From an optimization exercise on the open Yosys and OpenROAD flow, aimed at a short achievable clock period and few clock cycles per item; shortcuts taken in it are not production practice.
Function was checked by simulation only, so behaviour that the tests miss may differ from the original.
Power figures rest on the tool's default switching activity, not on a simulated workload.

[config.mk]
export PLATFORM = sky130hd
export DESIGN_NAME = dcache
export DESIGN_NICKNAME = dcache
export VERILOG_FILES = /design/flow/design.v
export SDC_FILE = /design/flow/constraint.sdc
export NUM_CORES = 4
export LEC_CHECK = 0
export CAP_MARGIN = 20
export CORE_MARGIN = 2
export CORE_UTILIZATION = 40
export PLACE_DENSITY = 0.6
export SETUP_SLACK_MARGIN = 0.4
export SLEW_MARGIN = 20
[design.v]
package dcache_pkg;
  typedef logic [32-1:0] word_t;
  typedef struct packed {
    logic                     valid;
    logic                     dirty;
    logic [(32 - 3 - 3)-1:0] tag;
    word_t [2-1:0] data;
  } dcache_frame_t;
  typedef enum logic [3:0] {
    IDLE,
    INV_REQ,
    EVICT_WB1,
    EVICT_WB2,
    FILL1,
    FILL2,
    FILL_DONE,
    SNOOP_WB1,
    SNOOP_WB2,
    SNOOP_TRANS
  } dcache_state_t;
endpackage
`timescale 1ns/1ps
module dcache (
  input  logic               CLK,
  input  logic               nRST,
  input  logic               dmem_ren,
  input  logic               dmem_wen,
  input  dcache_pkg::word_t  dmem_addr,
  input  dcache_pkg::word_t  dmem_store,
  output logic               dhit,
  output dcache_pkg::word_t  dmem_load,
  input  logic               dwait,
  input  dcache_pkg::word_t  dload,
  output logic               dren,
  output logic               dwen,
  output dcache_pkg::word_t  daddr,
  output dcache_pkg::word_t  dstore,
  input  logic               cc_grant,
  output logic               cc_inv_req,
  output dcache_pkg::word_t  cc_addr,
  input  logic               snoop_req,
  input  logic               snoop_excl,
  input  dcache_pkg::word_t  snoop_addr,
  output logic               snoop_ack
);
  localparam int IW = 3;
  localparam int TW = (32 - 3 - 3);
  localparam int NS = 2**IW;
  localparam int NE = 2*NS;      
  logic [NE-1:0]             valid_r, dirty_r;
  logic [NE-1:0][TW-1:0]     tag_r;
  logic [NE-1:0][1:0][31:0]  data_r;
  logic [NS-1:0]             lru_r;     
  logic        busy;        
  logic        miss_q;      
  logic [2:0]  step;        
  logic        wb_q;        
  logic        way_q;       
  logic        own_q;       
  logic [31:0] fb0, fb1;    
  logic        sbusy;       
  logic [1:0]  sstep;       
  logic [IW-1:0] a_idx, s_idx;
  logic [TW-1:0] a_tag, s_tag;
  logic          a_word;
  assign a_idx  = dmem_addr[IW+2:3];
  assign a_tag  = dmem_addr[31:IW+3];
  assign a_word = dmem_addr[2];
  assign s_idx  = snoop_addr[IW+2:3];
  assign s_tag  = snoop_addr[31:IW+3];
  logic [NS-1:0] a_dec, s_dec;
  logic [1:0]    a_hw, a_dw, s_hw, s_dw;
  always_comb
  begin
    a_hw = '0;
    a_dw = '0;
    s_hw = '0;
    s_dw = '0;
    for (int s = 0; s < NS; s++)
    begin
      a_dec[s] = (a_idx == s[IW-1:0]);
      s_dec[s] = (s_idx == s[IW-1:0]);
      for (int w = 0; w < 2; w++)
      begin
        if (a_dec[s] && valid_r[2*s+w] && tag_r[2*s+w] == a_tag)
        begin
          a_hw[w] = 1'b1;
          a_dw[w] = dirty_r[2*s+w];
        end
        if (s_dec[s] && valid_r[2*s+w] && tag_r[2*s+w] == s_tag)
        begin
          s_hw[w] = 1'b1;
          s_dw[w] = dirty_r[2*s+w];
        end
      end
    end
  end
  logic a_hit, a_hway, a_hdirty;
  logic s_hit, s_hway, s_hdirty;
  assign a_hit    = |a_hw;
  assign a_hway   = a_hw[1];
  assign a_hdirty = |a_dw;
  assign s_hit    = |s_hw;
  assign s_hway   = s_hw[1];
  assign s_hdirty = |s_dw;
  logic [1:0][31:0] a_l0, a_l1, s_l0, s_l1;
  logic [TW-1:0]    a_t0, a_t1;
  logic             a_v0, a_v1, a_d0, a_d1;
  assign a_l0 = data_r[{a_idx, 1'b0}];
  assign a_l1 = data_r[{a_idx, 1'b1}];
  assign a_t0 = tag_r[{a_idx, 1'b0}];
  assign a_t1 = tag_r[{a_idx, 1'b1}];
  assign a_v0 = valid_r[{a_idx, 1'b0}];
  assign a_v1 = valid_r[{a_idx, 1'b1}];
  assign a_d0 = dirty_r[{a_idx, 1'b0}];
  assign a_d1 = dirty_r[{a_idx, 1'b1}];
  assign s_l0 = data_r[{s_idx, 1'b0}];
  assign s_l1 = data_r[{s_idx, 1'b1}];
  logic pick;
  always_comb
  begin
    if (!a_v0)
      pick = 1'b0;
    else if (!a_v1)
      pick = 1'b1;
    else
      pick = lru_r[a_idx];
  end
  logic pick_wb;
  assign pick_wb = pick ? (a_v1 && a_d1) : (a_v0 && a_d0);
  logic idle, a_req, s_go, c_go;
  assign idle  = !busy && !sbusy;
  assign a_req = dmem_ren || dmem_wen;
  assign s_go  = idle && snoop_req;                
  assign c_go  = idle && !snoop_req && a_req;      
  logic x_rd, x_wr, x_last, x_done;
  assign x_rd   = busy && miss_q && (step == 3'd0 || step == 3'd1);
  assign x_wr   = busy && miss_q && (step == 3'd2 || step == 3'd3);
  assign x_last = !dwait && ((step == 3'd1 && !wb_q) || step == 3'd3);
  assign x_done = !miss_q || step == 3'd4 || x_last;
  logic c_first_done, c_busy_done, c_done;
  assign c_first_done = c_go && a_hit && (dmem_ren || a_hdirty || cc_grant);
  assign c_busy_done  = busy && x_done && (own_q || cc_grant);
  assign c_done       = c_first_done || c_busy_done;
  logic c_way;
  assign c_way = busy ? way_q : a_hway;
  logic [TW-1:0]    v_tag;
  logic [1:0][31:0] v_line;
  assign v_tag  = way_q ? a_t1 : a_t0;
  assign v_line = way_q ? a_l1 : a_l0;
  logic [31:0] f_w0, f_w1;
  assign f_w0 = fb0;
  assign f_w1 = (step == 3'd1) ? dload : fb1;
  logic s_wr;
  assign s_wr = (s_go && s_hit && s_hdirty) || (sbusy && sstep != 2'd2);
  logic s_ack;
  logic [1:0][31:0] s_line;
  assign s_line = s_hway ? s_l1 : s_l0;
  assign s_ack = sbusy && (sstep == 2'd2 || (sstep == 2'd1 && !dwait));
  logic [1:0][31:0] h_line;
  assign h_line = a_hway ? a_l1 : a_l0;
  assign dhit       = c_done;
  assign dmem_load  = busy ? (a_word ? f_w1 : f_w0) : h_line[a_word];
  assign cc_addr    = {dmem_addr[31:3], 3'b000};
  assign cc_inv_req = (c_go && dmem_wen && !(a_hit && a_hdirty)) || (busy && !own_q);
  assign dren       = (c_go && !a_hit) || x_rd;
  assign dwen       = s_wr || x_wr;
  assign snoop_ack  = s_ack;
  always_comb
  begin
    if (s_wr)
    begin
      daddr  = {snoop_addr[31:3], (sbusy && sstep == 2'd1), 2'b00};
      dstore = s_line[sbusy && sstep == 2'd1];
    end
    else if (x_wr)
    begin
      daddr  = {v_tag, a_idx, step[0], 2'b00};
      dstore = v_line[step[0]];
    end
    else
    begin
      daddr  = {dmem_addr[31:3], busy && step == 3'd1, 2'b00};
      dstore = v_line[step[0]];
    end
  end
  always_ff @(posedge CLK, negedge nRST)
  begin
    if (!nRST)
    begin
      busy  <= 1'b0;
      sbusy <= 1'b0;
    end
    else
    begin
      if (c_go && !c_first_done)
        busy <= 1'b1;
      else if (c_busy_done)
        busy <= 1'b0;
      if (s_go)
        sbusy <= 1'b1;
      else if (s_ack)
        sbusy <= 1'b0;
    end
  end
  always_ff @(posedge CLK)
  begin
    if (c_go)
    begin
      miss_q <= !a_hit;
      wb_q   <= pick_wb;
      way_q  <= a_hit ? a_hway : pick;
      own_q  <= dmem_ren || cc_grant;
      step   <= dwait ? 3'd0 : 3'd1;
    end
    else if (busy)
    begin
      if (cc_grant)
        own_q <= 1'b1;
      if (!dwait && miss_q && step != 3'd4)
        step <= x_last ? 3'd4 : step + 3'd1;
    end
    if ((c_go && !dwait) || (x_rd && step == 3'd0 && !dwait))
      fb0 <= dload;
    if (x_rd && step == 3'd1 && !dwait)
      fb1 <= dload;
    if (s_go)
      sstep <= (s_hit && s_hdirty) ? (dwait ? 2'd0 : 2'd1) : 2'd2;
    else if (sbusy && sstep == 2'd0 && !dwait)
      sstep <= 2'd1;
  end
  logic c_fill;
  assign c_fill = c_busy_done && miss_q;
  always_ff @(posedge CLK)
  begin
    for (int e = 0; e < NE; e++)
    begin
      if (c_done && e[IW:1] == a_idx && e[0] == c_way)
      begin
        if (c_fill)
          tag_r[e] <= a_tag;
        for (int k = 0; k < 2; k++)
        begin
          if (dmem_wen && a_word == k[0])
            data_r[e][k] <= dmem_store;
          else if (c_fill)
            data_r[e][k] <= (k == 0) ? f_w0 : f_w1;
        end
      end
    end
  end
  always_ff @(posedge CLK, negedge nRST)
  begin
    if (!nRST)
    begin
      valid_r <= '0;
      dirty_r <= '0;
      lru_r   <= '0;
    end
    else
    begin
      for (int e = 0; e < NE; e++)
      begin
        if (c_done && e[IW:1] == a_idx && e[0] == c_way)
        begin
          if (c_fill)
            valid_r[e] <= 1'b1;
          if (dmem_wen)
            dirty_r[e] <= 1'b1;
          else if (c_fill)
            dirty_r[e] <= 1'b0;
        end
        if (s_ack && s_hit && e[IW:1] == s_idx && e[0] == s_hway)
        begin
          dirty_r[e] <= 1'b0;
          if (snoop_excl)
            valid_r[e] <= 1'b0;
        end
      end
      if (c_done)
        lru_r[a_idx] <= ~c_way;
    end
  end
endmodule
[run.sh]
#!/bin/bash
# synth_recipe.tcl (not shown) runs the flow's synth.tcl, then flattens the netlist and writes it again
# the make line also repeats each setting of config.mk as NAME=value (left out here)
make -C /OpenROAD-flow-scripts/flow DESIGN_CONFIG=/design/flow/config.mk WORK_HOME=/design/flow/orfs CLKGATE_MAP_FILE= SYNTH_SCRIPT=/design/flow/synth_recipe.tcl finish
[constraint.sdc]
create_clock -name core_clock -period 10.0 [get_ports {CLK}]
set_input_delay 2.0000 -clock core_clock [delete_from_list [all_inputs] [get_ports {CLK}]]
set_output_delay 2.0000 -clock core_clock [all_outputs]
set_load 0.01 [all_outputs]
==> out/results.txt <==
Via density per instance: 6.709. At the worst endpoint, the arrival time is 7.39 ns. The tools report the overall routing resource usage as 0.3278. For this run, the detailed router's first-pass iteration total came to 8. The register share of total power came out at 0.430. TritonCTS built the clock tree.

The logs give 0.88 ns for the clock latency on the worst-skew pair and 0.09684 mm^2 for the post-route standard cell area excluding fillers. The fraction of power consumed by combinational cells was 0.210; the final clock skew was 0.04308 ns. In this run the tool buffered the top-level ports with 258 buffer cells.

In this run the core area contains 168 standard-cell rows. The number of buffers and inverters on the critical path is 4. Synthesis produced a netlist whose cell count is 5155.

The worst-case IR drop observed on VDD is 0.2381 mV. Post-route total power: 18.30 mW. End of the worst register-to-register path: data_r[761]$_DFFE_PP_. The flow ran to the end and the layout has no timing, DRC or antenna violations. For the power dissipated by switching net loads, the log shows 5.519 mW. The count of max-cap constraint violations came out at 0. The number of cells on the worst hold path works out to 1. The clock transition at the registers of the reported paths came out at 0.06 ns.

The share of the clock period used by the worst path is 0.9388, and the fraction of final layout cells with drive strength greater than 1 is 0.2704. The sequential area share after synthesis came out at 0.5527. The longest clock path from root to sink contains 3 buffers.

The count of endpoints failing setup in the final report was 0; the number of sinks handled by clock tree synthesis was 1555. After detailed routing, the total wire length is 355.8 mm. The smallest clock period supported by the final layout is computed as 9.388 ns. The worst hold path belongs to the class reg2reg. The setup slack after layout came out at 0.6124 ns.

Remaining global-route overflow: 0. Launch instance of the worst register-to-register path: tag_r[265]$_DFFE_PP_. In this run, synthesis inferred 1513 flip-flops with an integrated enable. Count of pins over their slew limit: 0. The setup slack after placement is 0.7705 ns. The slowest library cell on the worst path was sky130_fd_sc_hd__clkdlybuf4s50_1. The post-route DRC violation count was 0. The critical path required time is 8.00 ns, and the height of the die is 462.5 um. Counting flops and latches in the post-synthesis netlist gives 1555. The detailed router used layers up to and including met5.

The count of H-tree levels built during CTS came out at 4. Averaged over all synthesized cells, the footprint is 16.32 um^2. Detailed routing placed a total of 37.67 mm of wire on met3. Summed over all nets, wire length on met2 after detailed routing comes to 159.1 mm. In this run the register-to-register setup slack is 4.41 ns. The routability congestion estimate from global placement was 1.065. Setup repair after global routing left no endpoint under its margin.

269 I/O pins were placed. From synthesis to final layout, the design area changed by 15.14%. Counting buffers and inverters, the worst setup path is 13 cells deep. Worst-path maximum fanout: 27.

The run gives 0.1980 as the worst slew margin relative to its limit. The number of synthesis warnings is 1, and the power per cell area is 189.0 mW/mm^2. The clock power share came out at 0.360. The worst hold path begins at lru_r[7]$_DFFE_PN0N_. The path with the worst hold slack has its endpoint at lru_r[7]$_DFFE_PN0N_.

From left edge to right edge, the die measures 462.5 um. Across all hold checks on the routed design, the worst slack comes to 0.4863 ns. The detailed router finished its first iteration with 8119 violations. The number of nets in the finished design was 5593; the die area was 0.2139 mm^2. The number of standard cells in the layout, taps in and fillers out is 8411. The number of clock buffers added by TritonCTS is 176. After clock tree synthesis, the flow added hold-fix buffers numbering 0. In the synthesized netlist the dominant register cell turns out to be sky130_fd_sc_hd__edfxtp_1. The detailed router put a total of 137.4 mm of wire on met1. At the pin with the least slew margin, the transition time is 1.203 ns. Entering global routing, the biggest net connects 138 pins. The area of the core was 0.2094 mm^2; the switching power as a share of total power was 0.3016. The cell that appears most often on the critical path is sky130_fd_sc_hd__clkdlybuf4s50_1. For the initial antenna violation count, the log shows 53. The logs give 0.4626 for the core occupancy in the finished layout and 30.21 nW for the leakage power summed over all cells. Number of setup buffers added after CTS: 0.

The proportion of synthesized flip-flops having asynchronous set or reset was 0.02701. The critical path in this run is classified as in2out. After synthesis, the netlist uses 79 different library cells.

Based on the critical path, the design can be clocked at up to 106.5 MHz. The run gives 0.08411 mm^2 as the post-synthesis instance area. The root cell of the clock tree was sky130_fd_sc_hd__clkbuf_16. The critical path endpoint category was an output pin. The placed instance area is 0.09091 mm^2, and the via count of the first global-routing pass is 55410. Measured in cells, the most critical reg-to-reg path has a length of 12. Traced cell by cell, the critical path runs through clkdlybuf4s50_1, xnor2_1, nand4_1, nor4b_1, nand3_1, o21ai_0, o2bb2ai_1, o211ai_1, a22oi_2, buf_12, mux2i_1, buf_4, clkdlybuf4s50_1. The logs give 235.1 mm for the sum of net half-perimeters after detailed placement and 56430 for the vias after detailed routing. The initial standard-cell utilization of the core came out at 0.4017. The type of origin of the critical path is an input port. The tools report the remaining antenna violation count after routing as 0. Cell family with the largest share of critical-path delay: buffers and inverters. Including well taps, the total number of placed cells is 8070. After detailed routing, the average wire length per cell comes to 42.30 um. For the final routed database, the setup TNS stands at 0 ns. The number of hold violations in the final report is 0. The critical path's largest stage delay came out at 1.02 ns.

The internal power consumption is 12.78 mW, and the global-route wire length before repair is 479.2 mm. After clock tree synthesis, the repair step resized 0 gates.
[layer usage]
metal / global-route usage / vias up
met5: 0 / -
met4: 0.1690 / 28
met3: 0.08613 / 852
met2: 0.4937 / 3779
met1: 0.4378 / 30020
li1: - / 21750
[worst max-delay path by stage]
| stage | start | endpoint | slack [ns] |
|---|---|---|---|
| global route | snoop_addr[16] | dstore[31] | 0.58 |
| detailed placement | snoop_addr[16] | dstore[31] | 0.77 |
| CTS | snoop_addr[16] | dstore[31] | 0.75 |
| global placement | snoop_addr[16] | dstore[31] | 0.72 |
| finish | snoop_addr[16] | dstore[31] | 0.61 |
| floorplan | dmem_addr[4] | data_r[160]$_DFFE_PP_ | 1.16 |
[layout make-up]
cell class | count | area (um^2)
Fill cell | 18010 | 112500
Sequential cell | 1555 | 46490
Multi-Input combinational cell | 3179 | 36100
Timing Repair Buffer | 514 | 4851
Clock buffer | 212 | 4561
Tap cell | 2805 | 3510
Clock inverter | 113 | 1221
Inverter | 19 | 80.08
Antenna cell | 14 | 35.03
[cell usage in the layout, fill, tap and decap left out, types with 17 or more instances in the layout]
| cell | count |
|---|---|
| sky130_fd_sc_hd__edfxtp_1 | 1513 |
| sky130_fd_sc_hd__mux4_2 | 781 |
| sky130_fd_sc_hd__xnor2_1 | 520 |
| sky130_fd_sc_hd__xor2_1 | 325 |
| sky130_fd_sc_hd__nand4_1 | 246 |
| sky130_fd_sc_hd__mux2i_1 | 225 |
| sky130_fd_sc_hd__buf_4 | 222 |
| sky130_fd_sc_hd__clkdlybuf4s50_1 | 216 |
| sky130_fd_sc_hd__clkbuf_16 | 177 |
| sky130_fd_sc_hd__nor4_1 | 156 |
| sky130_fd_sc_hd__nand2_1 | 153 |
| sky130_fd_sc_hd__nor2_1 | 109 |
| sky130_fd_sc_hd__mux2_2 | 80 |
| sky130_fd_sc_hd__o21ai_0 | 47 |
| sky130_fd_sc_hd__nand3_1 | 46 |
| sky130_fd_sc_hd__clkinv_1 | 44 |
| sky130_fd_sc_hd__o211ai_1 | 41 |
| sky130_fd_sc_hd__dfrtp_1 | 41 |
| sky130_fd_sc_hd__buf_12 | 38 |
| sky130_fd_sc_hd__clkbuf_1 | 35 |
| sky130_fd_sc_hd__clkinv_2 | 34 |
| sky130_fd_sc_hd__buf_2 | 31 |
| sky130_fd_sc_hd__nor3_1 | 29 |
| sky130_fd_sc_hd__or4_1 | 28 |
| sky130_fd_sc_hd__and4_1 | 25 |
| sky130_fd_sc_hd__nor4_2 | 25 |
| sky130_fd_sc_hd__a21oi_2 | 22 |
| sky130_fd_sc_hd__and3_1 | 21 |
| sky130_fd_sc_hd__bufinv_16 | 18 |
| sky130_fd_sc_hd__inv_1 | 17 |
| sky130_fd_sc_hd__nor2_2 | 17 |
[cells in the mapped netlist, types with 42 or more instances]
library cell	count	area share
sky130_fd_sc_hd__edfxtp_1	1513	0.54
sky130_fd_sc_hd__mux4_2	781	0.21
sky130_fd_sc_hd__xnor2_1	520	0.054
sky130_fd_sc_hd__xor2_1	325	0.034
sky130_fd_sc_hd__nand4_1	246	0.018
sky130_fd_sc_hd__mux2i_1	225	0.027
sky130_fd_sc_hd__clkbuf_1	189	0.0084
sky130_fd_sc_hd__nor4_1	181	0.013
sky130_fd_sc_hd__nand2_1	154	0.0069
sky130_fd_sc_hd__nor2_1	126	0.0056
sky130_fd_sc_hd__buf_2	117	0.0070
sky130_fd_sc_hd__mux2_2	80	0.011
sky130_fd_sc_hd__buf_1	55	0.0025
sky130_fd_sc_hd__o21ai_0	48	0.0029
sky130_fd_sc_hd__nand3_1	46	0.0027
sky130_fd_sc_hd__dfrtp_1	42	0.012
[flip-flops by register name, summed over array words and instances (netlist names), 2 cells and up]
| register | count |
|---|---|
| data_r | 1024 |
| dirty_r | 16 |
| fb0 | 32 |
| fb1 | 32 |
| lru_r | 8 |
| sstep | 2 |
| step | 3 |
| tag_r | 416 |
| valid_r | 16 |
[power by group through the flow]
stage,Combinational [mW],Sequential (mW),Clock (mW)
2_1_floorplan,2.00,7.77,0
3_3_place_gp,3.75,7.97,0
3_5_place_dp,3.77,7.98,0
4_1_cts,3.78,7.85,6.65
5_1_grt,3.96,7.86,6.89
6_report,3.84,7.87,6.59
[logic make-up after synthesis]
kind of cell,share of synthesized area
flops,0.5527
mux,0.2478
simple gates,0.06815
xor+xnor,0.08799
buf+inv,0.02282
compound gates,0.01869
fa+ha+maj,0.001785
other cells,0.00004459
Testbench counts, summed over its fixed seeds: cycles 236,087, requests 64,000.

-- port drivers added, routing unchanged --
In the flow no input, the clock included, has a driving cell. The finished layout below was timed again as built, in two steps. Step 1: set_driving_cell puts a clkbuf_16 on CLK and a buf_2 on each other input, an assumption about the parent block. Step 2, shift: input delay + t, output delay - t, t = (earliest + latest rising clock arrival at the registers) / 2. This alone moves slack from input paths to output paths. Slacks: ideal ports / drivers / drivers and shift; pairs: ideal ports / drivers.
shift t [ns]: 0.939
slack for setup (ns): 0.612 / 0.590 / 0.590
worst register clock-pin slew, ns: 0.07 / 0.07
pins driven straight from the clock port: 1
After both steps this run still meets setup and hold. The setup slack of this run moves by -0.022 ns with the drivers and by -0.022 ns with both steps.
